Background: an optimization exercise with open tools, aiming at a short achievable clock period and few clock cycles. Do not read the settings as production practice.
Where RTL was checked, it was by simulation tests only, not by an equivalence proof against the original.
Only the layout flow was run in run 3; the RTL was not checked for function there.
Power figures rest on the tool's default switching activity, not on a simulated workload.

[design/flow/run.sh]
#!/bin/bash
# synth_recipe.tcl (not shown) runs the flow's synth.tcl, then flattens the netlist and writes it again
# the make line also repeats each setting of config.mk as NAME=value (left out here)
make -C /OpenROAD-flow-scripts/flow DESIGN_CONFIG=/design/flow/config.mk WORK_HOME=/design/flow/orfs CLKGATE_MAP_FILE= SYNTH_SCRIPT=/design/flow/synth_recipe.tcl finish
[design/flow/config.mk]
export PLATFORM = sky130hd
export DESIGN_NAME = perf_top
export DESIGN_NICKNAME = perf_top
export VERILOG_FILES = /design/flow/design.v
export SDC_FILE = /design/flow/constraint.sdc
export NUM_CORES = 4
export LEC_CHECK = 0
export ABC_CLOCK_PERIOD_IN_PS = 3000
export CAP_MARGIN = 20
export CORE_MARGIN = 2
export CORE_UTILIZATION = 50
export SETUP_SLACK_MARGIN = 4.0
export SLEW_MARGIN = 20
[design/flow/constraint.sdc]
create_clock -name core_clock -period 5.5 [get_ports {clk}]
set_input_delay 1.1000 -clock core_clock [delete_from_list [all_inputs] [get_ports {clk}]]
set_output_delay 1.1000 -clock core_clock [all_outputs]
set_load 0.01 [all_outputs]
[design/flow/design.v]
package perf_pkg;
  localparam logic [4-1:0] REG_START       = 4'd0;
  localparam logic [4-1:0] REG_IDLE        = 4'd1;
  localparam logic [4-1:0] REG_CLEAR       = 4'd2;
  localparam logic [4-1:0] REG_AW_COUNT    = 4'd3;
  localparam logic [4-1:0] REG_W_COUNT     = 4'd4;
  localparam logic [4-1:0] REG_B_COUNT     = 4'd5;
  localparam logic [4-1:0] REG_BUSY_CYCLES = 4'd6;
  localparam logic [4-1:0] REG_DATA_WIDTH  = 4'd7;
  localparam logic [4-1:0] REG_G0_BASE     = 4'd8;
  localparam logic [4-1:0] REG_G0_BEATS    = 4'd9;
  localparam logic [4-1:0] REG_G0_STRIDE   = 4'd10;
  localparam logic [4-1:0] REG_G0_NUM      = 4'd11;
  localparam logic [4-1:0] REG_G1_BASE     = 4'd12;
  localparam logic [4-1:0] REG_G1_BEATS    = 4'd13;
  localparam logic [4-1:0] REG_G1_STRIDE   = 4'd14;
  localparam logic [4-1:0] REG_G1_NUM      = 4'd15;
  localparam logic CTRL_IDLE    = 1'b0;
  localparam logic CTRL_RUNNING = 1'b1;
endpackage
module perf_regs (
  input  logic                        clk,
  input  logic                        rst_n,
  input  logic                        reg_we,
  input  logic [4-1:0] reg_addr,
  input  logic [32-1:0]      reg_wdata,
  output logic [32-1:0]      reg_rdata,
  input  logic [1:0]                  busy,
  input  logic [32-1:0]     aw_count,
  input  logic [32-1:0]     w_count,
  input  logic [32-1:0]     b_count,
  input  logic [32-1:0]     busy_cycles,
  output logic [1:0]                  start,
  output logic                        clear,
  output logic                        running,
  output logic [2*20-1:0]   cfg_base,
  output logic [15:0]                 cfg_beats,
  output logic [2*20-1:0]   cfg_stride,
  output logic [31:0]                 cfg_num
);
  logic                    state;
  logic                    cfg_sel;
  assign cfg_sel = reg_addr[2];
  assign running = (state == perf_pkg::CTRL_RUNNING);
  always_ff @(posedge clk) begin
    if (!rst_n) begin
      state <= perf_pkg::CTRL_IDLE;
      start <= '0;
      clear <= 1'b0;
    end else begin
      start <= '0;
      clear <= 1'b0;
      if (state == perf_pkg::CTRL_IDLE) begin
        if (|start) begin
          state <= perf_pkg::CTRL_RUNNING;
        end else if (reg_we && reg_addr == perf_pkg::REG_START) begin
          start <= reg_wdata[1:0];
        end
        if (reg_we && reg_addr == perf_pkg::REG_CLEAR && reg_wdata[0]) begin
          clear <= 1'b1;
        end
      end else begin
        if (!(|busy)) begin
          state <= perf_pkg::CTRL_IDLE;
        end
      end
    end
  end
  always_ff @(posedge clk) begin
    if (!rst_n) begin
      cfg_base   <= '0;
      cfg_beats  <= '0;
      cfg_stride <= '0;
      cfg_num    <= '0;
    end else if (reg_we && reg_addr[3]) begin
      case (reg_addr[1:0])
        2'd0: cfg_base[cfg_sel*20 +: 20] <= reg_wdata[20-1:0];
        2'd1: cfg_beats[cfg_sel*8 +: 8] <= reg_wdata[7:0];
        2'd2: cfg_stride[cfg_sel*20 +: 20] <= reg_wdata[20-1:0];
        default: cfg_num[cfg_sel*16 +: 16] <= reg_wdata[15:0];
      endcase
    end
  end
  logic [15:0] dec;
  always_comb begin
    for (int i = 0; i < 16; i++) begin
      dec[i] = (reg_addr == 4'(i));
    end
  end
  assign reg_rdata =
      ({32{dec[perf_pkg::REG_IDLE]}}        & 32'(!running))
    | ({32{dec[perf_pkg::REG_AW_COUNT]}}    & aw_count)
    | ({32{dec[perf_pkg::REG_W_COUNT]}}     & w_count)
    | ({32{dec[perf_pkg::REG_B_COUNT]}}     & b_count)
    | ({32{dec[perf_pkg::REG_BUSY_CYCLES]}} & busy_cycles)
    | ({32{dec[perf_pkg::REG_DATA_WIDTH]}}  & 32'(16))
    | ({32{dec[perf_pkg::REG_G0_BASE]}}     & 32'(cfg_base[0 +: 20]))
    | ({32{dec[perf_pkg::REG_G1_BASE]}}     & 32'(cfg_base[20 +: 20]))
    | ({32{dec[perf_pkg::REG_G0_BEATS]}}    & 32'(cfg_beats[0 +: 8]))
    | ({32{dec[perf_pkg::REG_G1_BEATS]}}    & 32'(cfg_beats[8 +: 8]))
    | ({32{dec[perf_pkg::REG_G0_STRIDE]}}   & 32'(cfg_stride[0 +: 20]))
    | ({32{dec[perf_pkg::REG_G1_STRIDE]}}   & 32'(cfg_stride[20 +: 20]))
    | ({32{dec[perf_pkg::REG_G0_NUM]}}      & 32'(cfg_num[0 +: 16]))
    | ({32{dec[perf_pkg::REG_G1_NUM]}}      & 32'(cfg_num[16 +: 16]));
endmodule
module perf_wr_gen (
  input  logic                    clk,
  input  logic                    rst_n,
  input  logic                    start,
  input  logic [20-1:0] cfg_base,
  input  logic [7:0]              cfg_beats,
  input  logic [20-1:0] cfg_stride,
  input  logic [15:0]             cfg_num,
  output logic                    busy,
  output logic                    aw_elig,
  output logic [20-1:0] aw_addr,
  output logic [4-2:0]   aw_idx,
  output logic [7:0]              len,
  output logic                    len0,
  input  logic                    aw_take,
  output logic [16-1:0] w_addr,
  input  logic                    w_take,
  input  logic                    b_take
);
  logic                    act;
  logic                    track;
  logic [20-1:0] stride_q;
  logic [15:0]             aw_rem;
  logic                    aw_more;
  logic                    aw_one;
  logic [15:0]             b_rem;
  logic                    b_one;
  logic                    zero;
  assign act     = start || busy;
  assign track   = !act || !rst_n;
  assign aw_elig = act && aw_more;
  always_ff @(posedge clk) begin
    if (!rst_n) begin
      busy <= 1'b0;
    end else if (start && !busy) begin
      busy <= 1'b1;
    end else if (busy && (zero || (b_take && b_one))) begin
      busy <= 1'b0;
    end
  end
  always_ff @(posedge clk) begin
    if (track) begin
      stride_q <= cfg_stride;
      len      <= cfg_beats - 8'd1;
      len0     <= (cfg_beats == 8'd1);
      zero     <= (cfg_num == 16'd0);
      aw_addr  <= cfg_base;
      aw_idx   <= '0;
      aw_rem   <= cfg_num;
      aw_more  <= (cfg_num != 16'd0);
      aw_one   <= (cfg_num == 16'd1);
      w_addr   <= cfg_base[16-1:0];
      b_rem    <= cfg_num;
      b_one    <= (cfg_num == 16'd1);
    end else begin
      if (aw_take) begin
        aw_addr <= aw_addr + stride_q;
        aw_idx  <= aw_idx + 1'b1;
        aw_rem  <= aw_rem - 16'd1;
        aw_more <= !aw_one;
        aw_one  <= (aw_rem == 16'd2);
      end
      if (w_take) begin
        w_addr <= w_addr + stride_q[16-1:0];
      end
      if (b_take) begin
        b_rem <= b_rem - 16'd1;
        b_one <= (b_rem == 16'd2);
      end
    end
  end
endmodule
module perf_wr_arbiter #(
  parameter int DEPTH = 2
) (
  input  logic                      clk,
  input  logic                      rst_n,
  input  logic [1:0]                g_aw_elig,
  input  logic [2*20-1:0] g_aw_addr,
  input  logic [2*(4-1)-1:0] g_aw_idx,
  input  logic [15:0]               g_len,
  input  logic [1:0]                g_len0,
  output logic [1:0]                g_aw_take,
  input  logic [2*16-1:0] g_w_addr,
  output logic [1:0]                g_w_take,
  output logic [1:0]                g_b_take,
  output logic [20-1:0]   m_aw_addr,
  output logic [4-1:0]     m_aw_id,
  output logic [7:0]                m_aw_len,
  output logic [2:0]                m_aw_size,
  output logic [1:0]                m_aw_burst,
  output logic                      aw_valid,
  input  logic                      aw_ready,
  output logic [16-1:0]   m_w_data,
  output logic [(16 / 8)-1:0]   m_w_strb,
  output logic                      m_w_last,
  output logic                      w_valid,
  input  logic                      w_ready,
  input  logic [4-1:0]     m_b_id,
  input  logic                      b_valid,
  output logic                      b_ready
);
  localparam int GID_W = 4 - 1;
  localparam int PW    = $clog2(DEPTH);
  logic          last_pick;
  logic          pick;
  logic          any;
  logic          room;
  logic          aw_load;
  logic          do_aw;
  logic          push;
  logic [DEPTH-1:0] fifo;
  logic [PW:0]   fcnt;
  logic          fnz;
  logic [PW:0]   fcnt_nx;
  logic          have;
  logic          wg;
  logic          w_load;
  logic          mid;
  logic          do_w;
  logic [7:0]    w_cnt;
  logic          w_vr;
  logic          need_aw;
  logic          w_fire;
  assign m_aw_size  = 3'd1;
  assign m_aw_burst = 2'b01;
  assign m_w_strb   = '1;
  assign b_ready    = 1'b1;
  assign any     = |g_aw_elig;
  assign pick    = (&g_aw_elig) ? !last_pick : g_aw_elig[1];
  assign room    = (fcnt < (PW+1)'(DEPTH));
  assign aw_load = !aw_valid || aw_ready;
  assign do_aw   = aw_load && any && room;
  assign push    = aw_valid && aw_ready;
  always_ff @(posedge clk) begin
    if (!rst_n) begin
      aw_valid  <= 1'b0;
      last_pick <= 1'b0;
    end else if (aw_load) begin
      aw_valid <= any && room;
      if (do_aw) begin
        last_pick <= pick;
      end
    end
  end
  always_ff @(posedge clk) begin
    if (do_aw) begin
      m_aw_addr <= g_aw_addr[pick*20 +: 20];
      m_aw_id   <= {pick, g_aw_idx[pick*GID_W +: GID_W]};
      m_aw_len  <= g_len[pick*8 +: 8];
    end
  end
  assign have    = fnz || do_aw;
  assign wg      = fnz ? fifo[0] : pick;
  assign fcnt_nx = fcnt + (PW+1)'(do_aw) - (PW+1)'(do_w);
  always_ff @(posedge clk) begin
    if (!rst_n) begin
      fcnt <= '0;
      fnz  <= 1'b0;
    end else begin
      fcnt <= fcnt_nx;
      fnz  <= (fcnt_nx != '0);
    end
  end
  always_ff @(posedge clk) begin
    for (int i = 0; i < DEPTH; i++) begin
      if (do_w) begin
        if (do_aw && (fcnt == (PW+1)'(i + 1))) begin
          fifo[i] <= pick;
        end else if (i < DEPTH - 1) begin
          fifo[i] <= fifo[(i + 1) % DEPTH];
        end
      end else if (do_aw && (fcnt == (PW+1)'(i))) begin
        fifo[i] <= pick;
      end
    end
  end
  assign w_valid = w_vr && (!need_aw || aw_ready);
  assign w_fire  = w_valid && w_ready;
  assign w_load  = !w_vr || w_fire;
  assign mid     = w_vr && !m_w_last;
  assign do_w    = w_load && !mid && have;
  always_ff @(posedge clk) begin
    if (!rst_n) begin
      w_vr    <= 1'b0;
      need_aw <= 1'b0;
    end else begin
      if (w_load) begin
        w_vr <= mid || have;
      end
      if (do_w) begin
        need_aw <= (fcnt == '0) || ((fcnt == (PW+1)'(1)) && aw_valid && !aw_ready);
      end else if (push) begin
        need_aw <= 1'b0;
      end
    end
  end
  always_ff @(posedge clk) begin
    if (w_load) begin
      if (mid) begin
        m_w_data <= m_w_data + 1'b1;
        w_cnt    <= w_cnt - 8'd1;
        m_w_last <= (w_cnt == 8'd1);
      end else if (have) begin
        m_w_data <= g_w_addr[wg*16 +: 16];
        w_cnt    <= g_len[wg*8 +: 8];
        m_w_last <= g_len0[wg];
      end
    end
  end
  always_comb begin
    for (int i = 0; i < 2; i++) begin
      g_aw_take[i] = do_aw && (pick == 1'(i));
      g_w_take[i]  = do_w && (wg == 1'(i));
      g_b_take[i]  = b_valid && (m_b_id[4-1] == 1'(i));
    end
  end
endmodule
module perf_wr_stats (
  input  logic                    clk,
  input  logic                    rst_n,
  input  logic                    clear,
  input  logic                    running,
  input  logic                    aw_valid,
  input  logic                    aw_ready,
  input  logic                    w_valid,
  input  logic                    w_ready,
  input  logic                    b_valid,
  input  logic                    b_ready,
  output logic [32-1:0] aw_count,
  output logic [32-1:0] w_count,
  output logic [32-1:0] b_count,
  output logic [32-1:0] busy_cycles
);
  logic aw_fire;
  logic w_fire;
  logic b_fire;
  assign aw_fire = aw_valid && aw_ready;
  assign w_fire  = w_valid && w_ready;
  assign b_fire  = b_valid && b_ready;
  always_ff @(posedge clk) begin
    if (!rst_n) begin
      aw_count    <= '0;
      w_count     <= '0;
      b_count     <= '0;
      busy_cycles <= '0;
    end else if (clear) begin
      aw_count    <= '0;
      w_count     <= '0;
      b_count     <= '0;
      busy_cycles <= '0;
    end else begin
      if (aw_fire) begin
        aw_count <= aw_count + 1'b1;
      end
      if (w_fire) begin
        w_count <= w_count + 1'b1;
      end
      if (b_fire) begin
        b_count <= b_count + 1'b1;
      end
      if (running) begin
        busy_cycles <= busy_cycles + 1'b1;
      end
    end
  end
endmodule
module perf_top (
  input  logic                        clk,
  input  logic                        rst_n,
  input  logic                        reg_we,
  input  logic [4-1:0] reg_addr,
  input  logic [32-1:0]      reg_wdata,
  output logic [32-1:0]      reg_rdata,
  output logic [20-1:0]     m_aw_addr,
  output logic [4-1:0]       m_aw_id,
  output logic [7:0]                  m_aw_len,
  output logic [2:0]                  m_aw_size,
  output logic [1:0]                  m_aw_burst,
  output logic                        aw_valid,
  input  logic                        aw_ready,
  output logic [16-1:0]     m_w_data,
  output logic [(16 / 8)-1:0]     m_w_strb,
  output logic                        m_w_last,
  output logic                        w_valid,
  input  logic                        w_ready,
  input  logic [4-1:0]       m_b_id,
  input  logic [1:0]                  m_b_resp,
  input  logic                        b_valid,
  output logic                        b_ready
);
  localparam int GID_W = 4 - 1;
  logic [1:0]                  start;
  logic [1:0]                  busy;
  logic                        clear;
  logic                        running;
  logic [2*20-1:0]   cfg_base;
  logic [15:0]                 cfg_beats;
  logic [2*20-1:0]   cfg_stride;
  logic [31:0]                 cfg_num;
  logic [32-1:0]     aw_count;
  logic [32-1:0]     w_count;
  logic [32-1:0]     b_count;
  logic [32-1:0]     busy_cycles;
  logic [1:0]                  g_aw_elig;
  logic [2*20-1:0]   g_aw_addr;
  logic [2*GID_W-1:0]          g_aw_idx;
  logic [15:0]                 g_len;
  logic [1:0]                  g_len0;
  logic [1:0]                  g_aw_take;
  logic [2*16-1:0]   g_w_addr;
  logic [1:0]                  g_w_take;
  logic [1:0]                  g_b_take;
  perf_regs u_regs (
    .clk(clk), .rst_n(rst_n),
    .reg_we(reg_we), .reg_addr(reg_addr), .reg_wdata(reg_wdata), .reg_rdata(reg_rdata),
    .busy(busy),
    .aw_count(aw_count), .w_count(w_count), .b_count(b_count), .busy_cycles(busy_cycles),
    .start(start), .clear(clear), .running(running),
    .cfg_base(cfg_base), .cfg_beats(cfg_beats), .cfg_stride(cfg_stride), .cfg_num(cfg_num)
  );
  for (genvar i = 0; i < 2; i++) begin : gen_wr
    perf_wr_gen u_gen (
      .clk(clk), .rst_n(rst_n),
      .start(start[i]),
      .cfg_base(cfg_base[i*20 +: 20]),
      .cfg_beats(cfg_beats[i*8 +: 8]),
      .cfg_stride(cfg_stride[i*20 +: 20]),
      .cfg_num(cfg_num[i*16 +: 16]),
      .busy(busy[i]),
      .aw_elig(g_aw_elig[i]),
      .aw_addr(g_aw_addr[i*20 +: 20]),
      .aw_idx(g_aw_idx[i*GID_W +: GID_W]),
      .len(g_len[i*8 +: 8]),
      .len0(g_len0[i]),
      .aw_take(g_aw_take[i]),
      .w_addr(g_w_addr[i*16 +: 16]),
      .w_take(g_w_take[i]),
      .b_take(g_b_take[i])
    );
  end
  perf_wr_arbiter u_arb (
    .clk(clk), .rst_n(rst_n),
    .g_aw_elig(g_aw_elig), .g_aw_addr(g_aw_addr), .g_aw_idx(g_aw_idx),
    .g_len(g_len), .g_len0(g_len0), .g_aw_take(g_aw_take),
    .g_w_addr(g_w_addr), .g_w_take(g_w_take), .g_b_take(g_b_take),
    .m_aw_addr(m_aw_addr), .m_aw_id(m_aw_id), .m_aw_len(m_aw_len),
    .m_aw_size(m_aw_size), .m_aw_burst(m_aw_burst),
    .aw_valid(aw_valid), .aw_ready(aw_ready),
    .m_w_data(m_w_data), .m_w_strb(m_w_strb), .m_w_last(m_w_last),
    .w_valid(w_valid), .w_ready(w_ready),
    .m_b_id(m_b_id), .b_valid(b_valid), .b_ready(b_ready)
  );
  perf_wr_stats u_stats (
    .clk(clk), .rst_n(rst_n), .clear(clear), .running(running),
    .aw_valid(aw_valid), .aw_ready(aw_ready),
    .w_valid(w_valid), .w_ready(w_ready),
    .b_valid(b_valid), .b_ready(b_ready),
    .aw_count(aw_count), .w_count(w_count), .b_count(b_count), .busy_cycles(busy_cycles)
  );
endmodule
==> impl_summary.txt, run 1 <==
----------------------------------------------------
[Worst hold path]
  Worst min path class ... register to register

[Floorplan]
  Std-Cell Rows ... 85
  Initial core utilization ... 0.5076
  Die height ... 238.2 um
  Die outline area ... 56740 um2
  Top Ports ... 139
  Core ar. ... 54030 um2
  Die extent in x ... 238.2 um

[CTS]
  Clock Sink Count ... 536
  Maximum root-to-sink buffer count ... 3
  Clock slew at reported path FFs ... 0.06 ns
  Clock tree root driver cell ... sky130_fd_sc_hd__clkbuf_16
  Clock tree from TritonCTS ... built
  Later-pin clock latency in the skew report ... 0.65 ns
  CTS H-Tree Depth ... 2
  Number of clock buffers inserted by TritonCTS ... 59

[STA]
  Number of endpoints with negative hold slack in the final report ... 0
  Crit path setup slack, layout ... 1.793 ns
  Post-Route Setup TNS ... 0 ns
  WHS ... 0.5000 ns
  Unrepaired setup endpoints after global routing ... true
  Remaining max-slew budget at the tightest pin ... 0.5552
  Maximum clock frequency ... 269.8 MHz
  Number of slew-limit violations in the final report ... 0
  Setup Viol. Count Final ... 0
  Slew at the pin closest to its max-slew limit ... 0.6663 ns
  Fin crit share ... 0.6739
  Largest clock skew in the final design ... 0.02026 ns
  Minimum clock period after layout ... 3.707 ns

[Routing]
  Total Wirelength ... 109900 um
  Average routed wire per standard cell ... 26.07 um
  ANT nets after route ... 0
  Vias per cell ... 6.183
  First-pass DRT Iterations ... 6
  Remaining DRCs ... 0
  Drt initial violations ... 2598
  Vias ... 26070

[Layout]
  Leading cell type in the layout, fill and taps excluded ... sky130_fd_sc_hd__nand2_1
  Area growth from synthesis to layout ... 49.08%
  Most frequent cells in the layout ... sky130_fd_sc_hd__nand2_1 (419), sky130_fd_sc_hd__edfxtp_1 (261), sky130_fd_sc_hd__dfxtp_1 (223), sky130_fd_sc_hd__buf_4 (223), sky130_fd_sc_hd__nor2_1 (200)
  Final net count ... 3614
  Non-filler instance count after layout ... 4216
  Fraction of final layout cells with drive strength greater than 1 ... 0.3902
  Total of fill cells in the finished design ... 3536

[Critical path]
  Kind of launch point of the worst setup path ... input pin
  Crit path capture type ... output pin
  CP Class ... input pin to output pin
  Worst EP arrival ... 2.61 ns
  Required time of the critical path ... 4.40 ns
  Crit-path max FO ... 6

[Pwr]
  Pwr per Cell Area ... 253.1 nW/um2
  Overall power of the completed layout ... 10.35 mW
  Leak pwr ... 16.16 nW
  VDD IR max ... 0.0002411 V

[Synthesis]
  Mux share of post-synthesis cell area ... 0.01729
  Fraction of the mapped netlist area in simple logic gates ... 0.1864
  Share of the synthesized area in the top cell type ... 0.2858
  Fraction of synthesis flops using an asynchronous set or reset pin ... 0
  Complex-gate fraction of the synthesized area ... 0.1557
  Dominant synthesized flop cell ... sky130_fd_sc_hd__dfxtp_1
  Number of warnings printed during yosys synthesis ... 4
  Average cell area after synthesis ... 9.428 um2
  Largest family of logic cells by synthesized area ... simple AND/OR/NAND/NOR gates
  Instance count of the mapped netlist ... 2909
  Dominant cells by area after synthesis ... sky130_fd_sc_hd__edfxtp_1 (29%), sky130_fd_sc_hd__dfxtp_1 (20%), sky130_fd_sc_hd__nand2_1 (6.9%)
  Netlist area before placement ... 27430 um2
  Synth Area in Adders ... 0.04444
  Number of synthesized flops with an enable pin ... 261
  Number of different library cells in the post-synthesis netlist ... 77
  Library cell with the largest summed area after synthesis ... sky130_fd_sc_hd__edfxtp_1
  Total of flip-flops plus latches after synthesis ... 536
  Xor and xnor fraction of the mapped netlist area ... 0.07984
  Share of synthesized area occupied by flip-flops and latches ... 0.4865

[GRT]
  Wire length of the first global-routing pass ... 152500 um
  Global router's overall resource usage ... 0.3562
  Number of global-route vias before repair ... 24720
  Maximum number of pins on one net before global-route repair ... 127
  Residual overflow from global routing ... 0
  Initial antenna violation count ... 1

[Run]
  Max-cap violations ... 0

[Placement]
  Port Buffers ... 113
  Total placed cells including tap cells ... 3611
  Hpwl dp ... 61540 um
  Worst slack after detailed placement ... 0.7310 ns
  Gpl congestion ... 0.9132

[Run status]
  Run status ... finished clean

----------------------------------------------------
kinds of logic after synthesis:
| logic type | after synthesis |
|---|---|
| other | 2 |
| xor gates and xnor gates | 250 |
| muxes | 47 |
| AOI/OAI and AO/OA | 644 |
| DFF | 536 |
| buffers and inverters | 205 |
| and+or+nand+nor | 1130 |
| adders and majority gates | 95 |
through the flow:
stage / utilization / area (um2)
final: 0.7567 / 40880
after global routing: 0.7567 / 40880
after CTS: 0.6917 / 37370
after detailed placement: 0.5465 / 29530
after global placement: 0.5465 / 29530
after floorplan: - / 28090
worst paths after layout:
check	startpoint	end	slack, ns	cells past startpoint
worst max-delay path	reg_addr[0]	reg_rdata[11]	1.79	9
worst min-delay path	register	gen_wr[1].u_gen.stride_q[4]	0.50	0
worst max register to register	gen_wr[1].u_gen.stride_q[0]	gen_wr[1].u_gen.aw_addr[16]	2.83	9
worst min register to register	register	gen_wr[1].u_gen.stride_q[4]	0.50	0
what timing repair did:
| item | 4_1_cts | 5_1_grt |
|---|---|---|
| gates cloned | 55 | 15 |
| pin swaps | 243 | 266 |
| setup buffers | 264 | 161 |
| setup endpoints to repair | 815 | 775 |
| gates resized for setup | 1202 | 523 |
| hold buffers | 0 | 0 |
where the power goes:
| part | leakage [nW] | switching (mW) | internal, mW |
|---|---|---|---|
| sequential | 5.21 | 0.169 | 4.37 |
| combinational | 10.0 | 0.920 | 0.907 |
| clock | 0.931 | 1.71 | 2.27 |
| total | 16.2 | 2.80 | 7.55 |
final cells by class:
class | count | area (um2) | area share
Tap cell | 696 | 870.8 | 0.02130
Timing Repair inverter | 5 | 56.30 | 0.001377
Antenna cell | 1 | 2.502 | 0.00006121
Sequential cell | 536 | 13460 | 0.3291
Clock buffer | 90 | 1745 | 0.04269
Timing Repair Buffer | 608 | 6804 | 0.1664
Inverter | 59 | 294.0 | 0.007192
Multi-Input combinational cell | 2202 | 17500 | 0.4280
Clock inverter | 19 | 156.4 | 0.003825
cells in the mapped netlist, types with 5 or more instances:
master	instances
sky130_fd_sc_hd__or4_1	7
sky130_fd_sc_hd__a31o_2	6
sky130_fd_sc_hd__nand2_1	505
sky130_fd_sc_hd__dfxtp_1	275
sky130_fd_sc_hd__o21bai_1	6
sky130_fd_sc_hd__a22o_1	13
sky130_fd_sc_hd__a22oi_1	84
sky130_fd_sc_hd__inv_1	57
sky130_fd_sc_hd__nor4_1	27
sky130_fd_sc_hd__buf_4	8
sky130_fd_sc_hd__buf_1	17
sky130_fd_sc_hd__or3_1	23
sky130_fd_sc_hd__o31ai_1	11
sky130_fd_sc_hd__nand3_1	59
sky130_fd_sc_hd__a31oi_1	18
sky130_fd_sc_hd__xor2_1	135
sky130_fd_sc_hd__a211oi_1	19
sky130_fd_sc_hd__edfxtp_1	261
sky130_fd_sc_hd__nor2b_1	37
sky130_fd_sc_hd__and4_1	15
sky130_fd_sc_hd__o21a_1	18
sky130_fd_sc_hd__and3_1	25
sky130_fd_sc_hd__ha_1	91
sky130_fd_sc_hd__nor3_1	48
sky130_fd_sc_hd__mux2i_1	44
sky130_fd_sc_hd__xnor2_1	115
sky130_fd_sc_hd__nand2b_1	16
sky130_fd_sc_hd__buf_2	10
sky130_fd_sc_hd__clkbuf_1	111
sky130_fd_sc_hd__a21o_1	25
sky130_fd_sc_hd__nand4_1	56
sky130_fd_sc_hd__a21boi_0	111
sky130_fd_sc_hd__nor2_1	269
sky130_fd_sc_hd__o21ai_0	111
sky130_fd_sc_hd__a221oi_1	15
sky130_fd_sc_hd__o211ai_1	8
sky130_fd_sc_hd__nor3b_1	5
sky130_fd_sc_hd__a21oi_1	156
sky130_fd_sc_hd__and2_1	15
metal layers:
metal,wire [um],part of all wire,vias to the layer above,global-route usage
li1,-,-,11580,-
met1,42410,0.39,12740,0.4549
met2,51060,0.46,1350,0.5860
met3,9167,0.083,398,0.06062
met4,7291,0.066,0,0.1763
met5,0,0,-,0
critical path: stages:
cell                       delay [ns]
sky130_fd_sc_hd__buf_12          0.11
sky130_fd_sc_hd__nand2b_4        0.17
sky130_fd_sc_hd__buf_6           0.13
sky130_fd_sc_hd__buf_6           0.12
sky130_fd_sc_hd__nor2_4          0.05
sky130_fd_sc_hd__a22o_1          0.21
sky130_fd_sc_hd__a221oi_2        0.26
sky130_fd_sc_hd__nand4_1         0.25
sky130_fd_sc_hd__buf_2           0.21
Testbench counts, summed over its fixed seeds: cycles 38,142.
==> run 2: changes to the inputs <==
--- a/design/flow/design.v
+++ b/design/flow/design.v
@@ -82,25 +82,55 @@
     end
   end
-  logic [15:0] dec;
+  logic [16*32-1:0] src;
   always_comb begin
-    for (int i = 0; i < 16; i++) begin
-      dec[i] = (reg_addr == 4'(i));
+    src = '0;
+    for (int b = 0; b < 32; b++) begin
+      src[16*b + perf_pkg::REG_IDLE]        = (b == 0) ? !running : 1'b0;
+      src[16*b + perf_pkg::REG_AW_COUNT]    = aw_count[b];
+      src[16*b + perf_pkg::REG_W_COUNT]     = w_count[b];
+      src[16*b + perf_pkg::REG_B_COUNT]     = b_count[b];
+      src[16*b + perf_pkg::REG_BUSY_CYCLES] = busy_cycles[b];
+      if (b < 20) begin
+        src[16*b + perf_pkg::REG_G0_BASE]   = cfg_base[b];
+        src[16*b + perf_pkg::REG_G1_BASE]   = cfg_base[20 + b];
+        src[16*b + perf_pkg::REG_G0_STRIDE] = cfg_stride[b];
+        src[16*b + perf_pkg::REG_G1_STRIDE] = cfg_stride[20 + b];
+      end
+      if (b < 8) begin
+        src[16*b + perf_pkg::REG_G0_BEATS]  = cfg_beats[b];
+        src[16*b + perf_pkg::REG_G1_BEATS]  = cfg_beats[8 + b];
+      end
+      if (b < 16) begin
+        src[16*b + perf_pkg::REG_G0_NUM]    = cfg_num[b];
+        src[16*b + perf_pkg::REG_G1_NUM]    = cfg_num[16 + b];
+      end
     end
   end
-  assign reg_rdata =
-      ({32{dec[perf_pkg::REG_IDLE]}}        & 32'(!running))
-    | ({32{dec[perf_pkg::REG_AW_COUNT]}}    & aw_count)
-    | ({32{dec[perf_pkg::REG_W_COUNT]}}     & w_count)
-    | ({32{dec[perf_pkg::REG_B_COUNT]}}     & b_count)
-    | ({32{dec[perf_pkg::REG_BUSY_CYCLES]}} & busy_cycles)
-    | ({32{dec[perf_pkg::REG_DATA_WIDTH]}}  & 32'(16))
-    | ({32{dec[perf_pkg::REG_G0_BASE]}}     & 32'(cfg_base[0 +: 20]))
-    | ({32{dec[perf_pkg::REG_G1_BASE]}}     & 32'(cfg_base[20 +: 20]))
-    | ({32{dec[perf_pkg::REG_G0_BEATS]}}    & 32'(cfg_beats[0 +: 8]))
-    | ({32{dec[perf_pkg::REG_G1_BEATS]}}    & 32'(cfg_beats[8 +: 8]))
-    | ({32{dec[perf_pkg::REG_G0_STRIDE]}}   & 32'(cfg_stride[0 +: 20]))
-    | ({32{dec[perf_pkg::REG_G1_STRIDE]}}   & 32'(cfg_stride[20 +: 20]))
-    | ({32{dec[perf_pkg::REG_G0_NUM]}}      & 32'(cfg_num[0 +: 16]))
-    | ({32{dec[perf_pkg::REG_G1_NUM]}}      & 32'(cfg_num[16 +: 16]));
+  for (genvar b = 0; b < 32; b++) begin : gen_rd
+    perf_rd_bit #(
+      .MASK({(b < 16) ? 1'b1 : 1'b0, (b < 20) ? 1'b1 : 1'b0, (b < 8) ? 1'b1 : 1'b0,
+             (b < 20) ? 1'b1 : 1'b0,
+             (b < 16) ? 1'b1 : 1'b0, (b < 20) ? 1'b1 : 1'b0, (b < 8) ? 1'b1 : 1'b0,
+             (b < 20) ? 1'b1 : 1'b0,
+             1'b0, 4'b1111, 1'b0, (b == 0) ? 1'b1 : 1'b0, 1'b0}),
+      .ONE(16'((b == 4) ? (1 << perf_pkg::REG_DATA_WIDTH) : 0))
+    ) u_bit (
+      .addr(reg_addr),
+      .src(src[16*b +: 16]),
+      .rdata(reg_rdata[b])
+    );
+  end
+endmodule
+module perf_rd_bit #(
+  parameter logic [15:0] MASK = '1,
+  parameter logic [15:0] ONE  = '0
+) (
+  input  logic [4-1:0] addr,
+  input  logic [15:0]                 src,
+  output logic                        rdata
+);
+  logic [15:0] v;
+  assign v     = (src & MASK) | ONE;
+  assign rdata = v[addr];
 endmodule
 module perf_wr_gen (
--- a/design/flow/config.mk
+++ b/design/flow/config.mk
@@ -12,2 +12,4 @@
 export SETUP_SLACK_MARGIN = 4.0
 export SLEW_MARGIN = 20
+export SYNTH_HIERARCHICAL = 1
+export SYNTH_MINIMUM_KEEP_SIZE = 0
==> impl_summary.txt, run 2 <==
----------------------------------------------------
[Critical path]
  Crit-path max FO ... 14
  Depth of the worst register-to-register path ... 9
  Worst flop-to-flop path endpoint ... gen_wr[1].u_gen.aw_addr[18]
  Required time of the critical path ... 4.40 ns
  Kind of launch point of the worst setup path ... input pin
  Reg2reg start ... gen_wr[1].u_gen.stride_q[0]
  Worst EP arrival ... 2.38 ns
  Register-to-register setup slack ... 2.99 ns
  Crit path capture type ... output pin
  CP Class ... input pin to output pin

[Placement]
  Hpwl dp ... 63600 um
  Gpl congestion ... 0.9471
  Port Buffers ... 113
  DP Area ... 32700 um2

[CTS]
  Number of buffers added to fix hold violations after cts ... 0
  Clock tree from TritonCTS ... built
  Maximum root-to-sink buffer count ... 3
  Clock slew at reported path FFs ... 0.06 ns
  Clock Sink Count ... 536
  Later-pin clock latency in the skew report ... 0.65 ns
  CTS H-Tree Depth ... 2
  Clock tree root driver cell ... sky130_fd_sc_hd__clkbuf_16
  Number of clock buffers inserted by TritonCTS ... 58

[STA]
  Fin crit share ... 0.6333
  Unrepaired setup endpoints after global routing ... true
  Setup Viol. Count Final ... 0
  Number of slew-limit violations in the final report ... 0
  Post-Route Setup TNS ... 0 ns
  Largest clock skew in the final design ... 0.02236 ns
  Slew at the pin closest to its max-slew limit ... 0.6676 ns
  Number of endpoints with negative hold slack in the final report ... 0
  Maximum clock frequency ... 287.1 MHz
  Minimum clock period after layout ... 3.483 ns
  Remaining max-slew budget at the tightest pin ... 0.5550

[Floorplan]
  Die height ... 251.6 um
  Die extent in x ... 251.6 um
  Core ar. ... 60470 um2
  Top Ports ... 139
  Std-Cell Rows ... 90
  Die outline area ... 63290 um2
  Initial core utilization ... 0.5068

[GRT]
  Initial antenna violation count ... 1
  Global router's overall resource usage ... 0.3415
  Number of global-route vias before repair ... 26500
  Wire length of the first global-routing pass ... 164700 um
  Maximum number of pins on one net before global-route repair ... 64
  Residual overflow from global routing ... 0

[Worst hold path]
  Hold path endpoint ... gen_wr[1].u_gen.stride_q[10]
  Worst min path class ... register to register
  Min-Delay Path Depth ... 0

[Layout]
  Most frequent cells in the layout ... sky130_fd_sc_hd__nand2_1 (269), sky130_fd_sc_hd__edfxtp_1 (261), sky130_fd_sc_hd__buf_4 (246)
  Fraction of final layout cells with drive strength greater than 1 ... 0.4356
  Design Area, Final ... 45670 um2
  Multi-input combinational cell area ... 20880 um2
  Final net count ... 3726
  FF+latch area ... 13430 um2
  Total of fill cells in the finished design ... 3675
  Area growth from synthesis to layout ... 49.01%
  Leading cell type in the layout, fill and taps excluded ... sky130_fd_sc_hd__nand2_1

[Pwr]
  Leak pwr ... 18.36 nW
  Pwr per Cell Area ... 231.3 nW/um2
  VDD IR max ... 0.0002421 V

[Routing]
  Remaining DRCs ... 0
  Total Wirelength ... 121400 um
  Average routed wire per standard cell ... 27.49 um
  Vias ... 27770
  Drt initial violations ... 2995
  Vias per cell ... 6.290
  First-pass DRT Iterations ... 6
  ANT nets after route ... 0

[Synthesis]
  Instance count of the mapped netlist ... 3084
  Number of warnings printed during yosys synthesis ... 10
  Average cell area after synthesis ... 9.937 um2
  Netlist area before placement ... 30650 um2

[Run status]
  Run status ... finished clean

[Run]
  Max-cap violations ... 0

----------------------------------------------------
[run 2: stage by stage]
step | hold slack [ns] | std cells | worst slack, ns | power [mW] | utilization
6_report | 0.4659 | 4415 | 2.017 | 10.56 | 0.7552
5_1_grt | 0.4780 | 4415 | 2.026 | 10.81 | 0.7552
4_1_cts | 0.4614 | 4248 | 2.110 | 10.21 | 0.6949
3_5_place_dp | 0.4469 | 3764 | 0.9817 | 5.627 | 0.5407
3_3_place_gp | 0.4450 | 3764 | 0.9972 | 5.604 | 0.5407
2_1_floorplan | 0.4186 | 3090 | 2.499 | 5.284 | -
[run 2: critical path, cell delays in order]
cell and delay, ns:
sky130_fd_sc_hd__buf_16 0.16, sky130_fd_sc_hd__buf_6 0.14, sky130_fd_sc_hd__mux2i_1 0.13, sky130_fd_sc_hd__nand3b_1 0.14, sky130_fd_sc_hd__o211ai_1 0.12, sky130_fd_sc_hd__a21oi_2 0.36
sky130_fd_sc_hd__buf_2 0.21
[run 2: worst max path at each step]
| stage | startpoint | to | slack (ns) | cells past startpoint |
|---|---|---|---|---|
| 5_1_grt | reg_addr[0] | reg_rdata[7] | 2.03 | 7 |
| 3_5_place_dp | reg_addr[0] | reg_rdata[13] | 0.98 | 6 |
| 6_report | reg_addr[0] | reg_rdata[5] | 2.02 | 7 |
| 2_1_floorplan | reg_addr[0] | reg_rdata[4] | 2.50 | 4 |
| 3_3_place_gp | reg_addr[0] | reg_rdata[13] | 1.0 | 6 |
| 4_1_cts | reg_addr[2] | reg_rdata[13] | 2.11 | 5 |
[run 2: per-layer routing]
| layer | part of all wire | GRT usage | vias to the layer above |
|---|---|---|---|
| met5 | 0 | 0 | - |
| met1 | 0.37 | 0.4360 | 13650 |
| met3 | 0.080 | 0.04931 | 471 |
| met4 | 0.077 | 0.1667 | 0 |
| met2 | 0.47 | 0.5692 | 1509 |
| li1 | - | - | 12140 |
[run 2: timing repair]
item / 4_1_cts / 5_1_grt
endpoints found under the setup margin: 823 / 821
gates cloned: 69 / 31
gates resized for setup: 1117 / 419
setup buffers: 307 / 135
pin swaps: 243 / 232
[run 2: cell type report]
type                            count  share of cell area
Clock inverter                     24            0.004658
Timing Repair inverter             10            0.004164
Timing Repair Buffer              657              0.1720
Clock buffer                       84             0.03921
Inverter                           75            0.007178
Sequential cell                   536              0.2942
Multi-Input combinational cell   2246              0.4572
Tap cell                          782             0.02143
Antenna cell                        1          0.00005480
[run 2: report_power, final]
group | internal [mW] | total [mW] | switching, mW
logic | 0.977 | 1.94 | 0.964
clock network | 2.40 | 4.15 | 1.75
registers | 4.33 | 4.48 | 0.148
Testbench counts of run 2, summed over its fixed seeds: cycles 38,142.
==> run 3: changes to the inputs <==
--- a/design/flow/design.v
+++ b/design/flow/design.v
@@ -130,7 +130,11 @@
   output logic                        rdata
 );
-  logic [15:0] v;
-  assign v     = (src & MASK) | ONE;
-  assign rdata = v[addr];
+  logic [15:0] dec;
+  always_comb begin
+    for (int i = 0; i < 16; i++) begin
+      dec[i] = (addr == 4'(i));
+    end
+  end
+  assign rdata = |(dec & ((src & MASK) | ONE));
 endmodule
 module perf_wr_gen (
==> design/flow/flow/run.sh (new file) <==
#!/bin/bash
# Standard ORFS layout, with the register-port pins (reg_addr, reg_rdata)
# kept together on the left edge of the die so that the combinational read
# path from reg_addr to reg_rdata stays short.
set -e
echo "export IO_CONSTRAINTS = $PWD/flow/io.tcl" >> config.mk
bash standard.sh > standard.log 2>&1
==> design/flow/flow/io.tcl (new file) <==
set_io_pin_constraint -region left:* -pin_names {reg_rdata[0] reg_rdata[1] reg_rdata[2] reg_rdata[3] reg_rdata[4] reg_rdata[5] reg_rdata[6] reg_rdata[7] reg_rdata[8] reg_rdata[9] reg_rdata[10] reg_rdata[11] reg_rdata[12] reg_rdata[13] reg_rdata[14] reg_rdata[15] reg_addr[0] reg_addr[1] reg_addr[2] reg_addr[3] reg_rdata[16] reg_rdata[17] reg_rdata[18] reg_rdata[19] reg_rdata[20] reg_rdata[21] reg_rdata[22] reg_rdata[23] reg_rdata[24] reg_rdata[25] reg_rdata[26] reg_rdata[27] reg_rdata[28] reg_rdata[29] reg_rdata[30] reg_rdata[31]}
set_io_pin_constraint -group -order -pin_names {reg_rdata[0] reg_rdata[1] reg_rdata[2] reg_rdata[3] reg_rdata[4] reg_rdata[5] reg_rdata[6] reg_rdata[7] reg_rdata[8] reg_rdata[9] reg_rdata[10] reg_rdata[11] reg_rdata[12] reg_rdata[13] reg_rdata[14] reg_rdata[15] reg_addr[0] reg_addr[1] reg_addr[2] reg_addr[3] reg_rdata[16] reg_rdata[17] reg_rdata[18] reg_rdata[19] reg_rdata[20] reg_rdata[21] reg_rdata[22] reg_rdata[23] reg_rdata[24] reg_rdata[25] reg_rdata[26] reg_rdata[27] reg_rdata[28] reg_rdata[29] reg_rdata[30] reg_rdata[31]}
==> design/flow/standard.sh (new file) <==
#!/bin/bash
# synth_recipe.tcl (not shown) runs the flow's synth.tcl, then flattens the netlist and writes it again
# the make line also repeats each setting of config.mk as NAME=value (left out here)
make -C /OpenROAD-flow-scripts/flow DESIGN_CONFIG=/design/flow/config.mk WORK_HOME=/design/flow/orfs CLKGATE_MAP_FILE= SYNTH_SCRIPT=/design/flow/synth_recipe.tcl "${@:-finish}"
--- a/design/flow/config.mk
+++ b/design/flow/config.mk
@@ -14,2 +14,3 @@
 export SYNTH_HIERARCHICAL = 1
 export SYNTH_MINIMUM_KEEP_SIZE = 0
+export IO_CONSTRAINTS = /design/flow/flow/io.tcl
removed: design/flow/run.sh
==> impl_summary.txt, run 3 <==
----------------------------------------------------
[Run status]
  Run status ... finished clean

[GRT]
  Wire length of the first global-routing pass ... 185800 um
  Initial antenna violation count ... 6
  Residual overflow from global routing ... 0
  Number of global-route vias before repair ... 28420
  Maximum number of pins on one net before global-route repair ... 48
  Global router's overall resource usage ... 0.3901

[Critical path]
  Required time of the critical path ... 4.40 ns
  Crit path capture type ... output pin
  Reg2reg start ... gen_wr[0].u_gen.stride_q[4]
  Instance count on the critical path ... 6
  Cell with the largest stage delay on the worst path ... sky130_fd_sc_hd__or3b_4
  Cell family contributing the most delay on the critical path ... compound AO/OA/AOI/OAI gates
  Count of buffer and inverter cells on the critical path ... 3
  Depth of the worst register-to-register path ... 8
  Register-to-register setup slack ... 2.81 ns
  Most common cell type on the critical path ... sky130_fd_sc_hd__buf_16
  Worst EP arrival ... 2.42 ns
  Ordered cell list for the critical path ... buf_16, buf_16, or3b_4, o22ai_4, a311o_2, buf_6
  Worst flop-to-flop path endpoint ... gen_wr[0].u_gen.aw_addr[19]
  Crit-path max FO ... 9
  CP Class ... input pin to output pin
  Crit path largest cell delay ... 0.40 ns
  Kind of launch point of the worst setup path ... input pin

[Run]
  Max-cap violations ... 0

[STA]
  Slew at the pin closest to its max-slew limit ... 1.106 ns
  Remaining max-slew budget at the tightest pin ... 0.2602
  Largest clock skew in the final design ... 0.03360 ns
  Number of slew-limit violations in the final report ... 0
  Maximum clock frequency ... 284.4 MHz
  Crit path setup slack, layout ... 1.984 ns
  Fin crit share ... 0.6393
  Post-Route Setup TNS ... 0 ns
  Minimum clock period after layout ... 3.516 ns
  Unrepaired setup endpoints after global routing ... true
  Number of endpoints with negative hold slack in the final report ... 0
  Setup Viol. Count Final ... 0

[Routing]
  Drt initial violations ... 3640
  ANT nets after route ... 0
  Vias ... 30730
  Vias per cell ... 6.595
  Total Wirelength ... 142900 um
  Remaining DRCs ... 0
  First-pass DRT Iterations ... 6
  Average routed wire per standard cell ... 30.67 um

[CTS]
  Clock tree from TritonCTS ... built
  Maximum root-to-sink buffer count ... 3
  Number of clock buffers inserted by TritonCTS ... 60
  Later-pin clock latency in the skew report ... 0.67 ns
  Clock Sink Count ... 536
  CTS H-Tree Depth ... 2
  Number of buffers added to fix hold violations after cts ... 0
  Clock slew at reported path FFs ... 0.06 ns
  Clock tree root driver cell ... sky130_fd_sc_hd__clkbuf_16

[Synthesis]
  Instance count of the mapped netlist ... 3228
  Number of warnings printed during yosys synthesis ... 16
  Netlist area before placement ... 31160 um2
  Average cell area after synthesis ... 9.654 um2

[Floorplan]
  Die outline area ... 64340 um2
  Std-Cell Rows ... 91
  Initial core utilization ... 0.5050
  Core ar. ... 61710 um2
  Die extent in x ... 253.7 um
  Top Ports ... 139
  Die height ... 253.7 um

[Worst hold path]
  Worst min path class ... register to register
  Min-Delay Path Depth ... 0
  Hold path endpoint ... gen_wr[1].u_gen.stride_q[18]

[Placement]
  Hpwl dp ... 69770 um
  Worst slack after detailed placement ... 0.8782 ns
  Gpl congestion ... 0.9414
  Port Buffers ... 113
  Total placed cells including tap cells ... 3941

[Layout]
  Most frequent cells in the layout ... sky130_fd_sc_hd__buf_4 (281), sky130_fd_sc_hd__nand2_1 (275), sky130_fd_sc_hd__edfxtp_1 (261)
  Non-filler instance count after layout ... 4659
  Final net count ... 3913
  Leading cell type in the layout, fill and taps excluded ... sky130_fd_sc_hd__buf_4
  Area growth from synthesis to layout ... 54.25%
  Total of fill cells in the finished design ... 3618
  Utilization after layout ... 0.7789
  Fraction of final layout cells with drive strength greater than 1 ... 0.4556

[Pwr]
  Pwr per Cell Area ... 229.5 nW/um2
  VDD IR max ... 0.0002329 V
  Leak pwr ... 18.64 nW

----------------------------------------------------
-- run 3: worst max-delay path by stage --
stage,slack [ns],endpoint,from
2_1_floorplan,2.41,reg_rdata[7],reg_addr[0]
3_3_place_gp,0.94,reg_rdata[7],reg_addr[1]
3_5_place_dp,0.88,reg_rdata[11],reg_addr[1]
4_1_cts,2.04,reg_rdata[5],reg_addr[2]
5_1_grt,2.01,reg_rdata[15],reg_addr[2]
6_report,1.98,reg_rdata[15],reg_addr[2]
-- run 3: per-stage QoR --
stage | hold WS [ns] | total power, mW | cell area [um2]
floorplan | 0.4186 | 5.296 | 33490
global placement | 0.4334 | 5.621 | 33420
detailed placement | 0.4494 | 5.648 | 33420
CTS | 0.4652 | 10.59 | 44320
global route | 0.4813 | 11.25 | 48070
finish | 0.4704 | 11.03 | 48070
-- run 3: layout make-up --
class | instances | area, um2 | share of cell area
Multi-Input combinational cell | 2322 | 21780 | 0.4531
Sequential cell | 536 | 13440 | 0.2797
Tap cell | 837 | 1047 | 0.02179
Clock buffer | 87 | 1807 | 0.03759
Antenna cell | 1 | 2.502 | 0.00005206
Timing Repair inverter | 9 | 173.9 | 0.003618
Clock inverter | 25 | 304.0 | 0.006325
Timing Repair Buffer | 721 | 9011 | 0.1875
Inverter | 121 | 500.5 | 0.01041
-- run 3: layer usage --
metal	vias to the layer above	track usage	routed length (um)
li1	12960	-	-
met1	15090	0.4630	49570
met2	1984	0.6531	65560
met3	680	0.06043	14000
met4	8	0.2650	13690
met5	-	0	60
-- run 3: power breakdown --
group	internal [mW]	switching [mW]
combinational	1.08	1.07
sequential	4.33	0.149
clock	2.56	1.84
-- run 3: repair_timing --
| action | in CTS | in global routing |
|---|---|---|
| endpoints found under the setup margin | 820 | 745 |
| gates cloned | 93 | 27 |
| pin swaps | 221 | 196 |
| setup buffers | 337 | 148 |
| gates resized for setup | 1261 | 407 |

[what the ideal ports hide]
No port has a modelled driver above. Below, the same layouts with a new extraction and two added sets of constraints.
Step 1: set_driving_cell puts a clkbuf_16 on clk and a buf_2 on each other input, an assumption about the parent block.
Step 2 times the ports against the registers' clock, not the clock port: input delays grow and output delays shrink by t, the midpoint of the rising clock arrivals with the driver on.
Slacks: ideal / step 1 / step 2; pairs: ideal / step 1.
run	t (ns)	slack for setup (ns)	worst setup path at the end
run 1	0.708	1.793 / 1.731 / 1.731	input to output
run 2	0.714	2.017 / 1.530 / 1.530	input to output
run 3	0.726	1.984 / 1.364 / 1.364	input to output
After both steps every run listed still meets setup and hold. The setup slack of run 3, which loses most, moves by -0.620 ns with the drivers and by -0.620 ns with both steps.
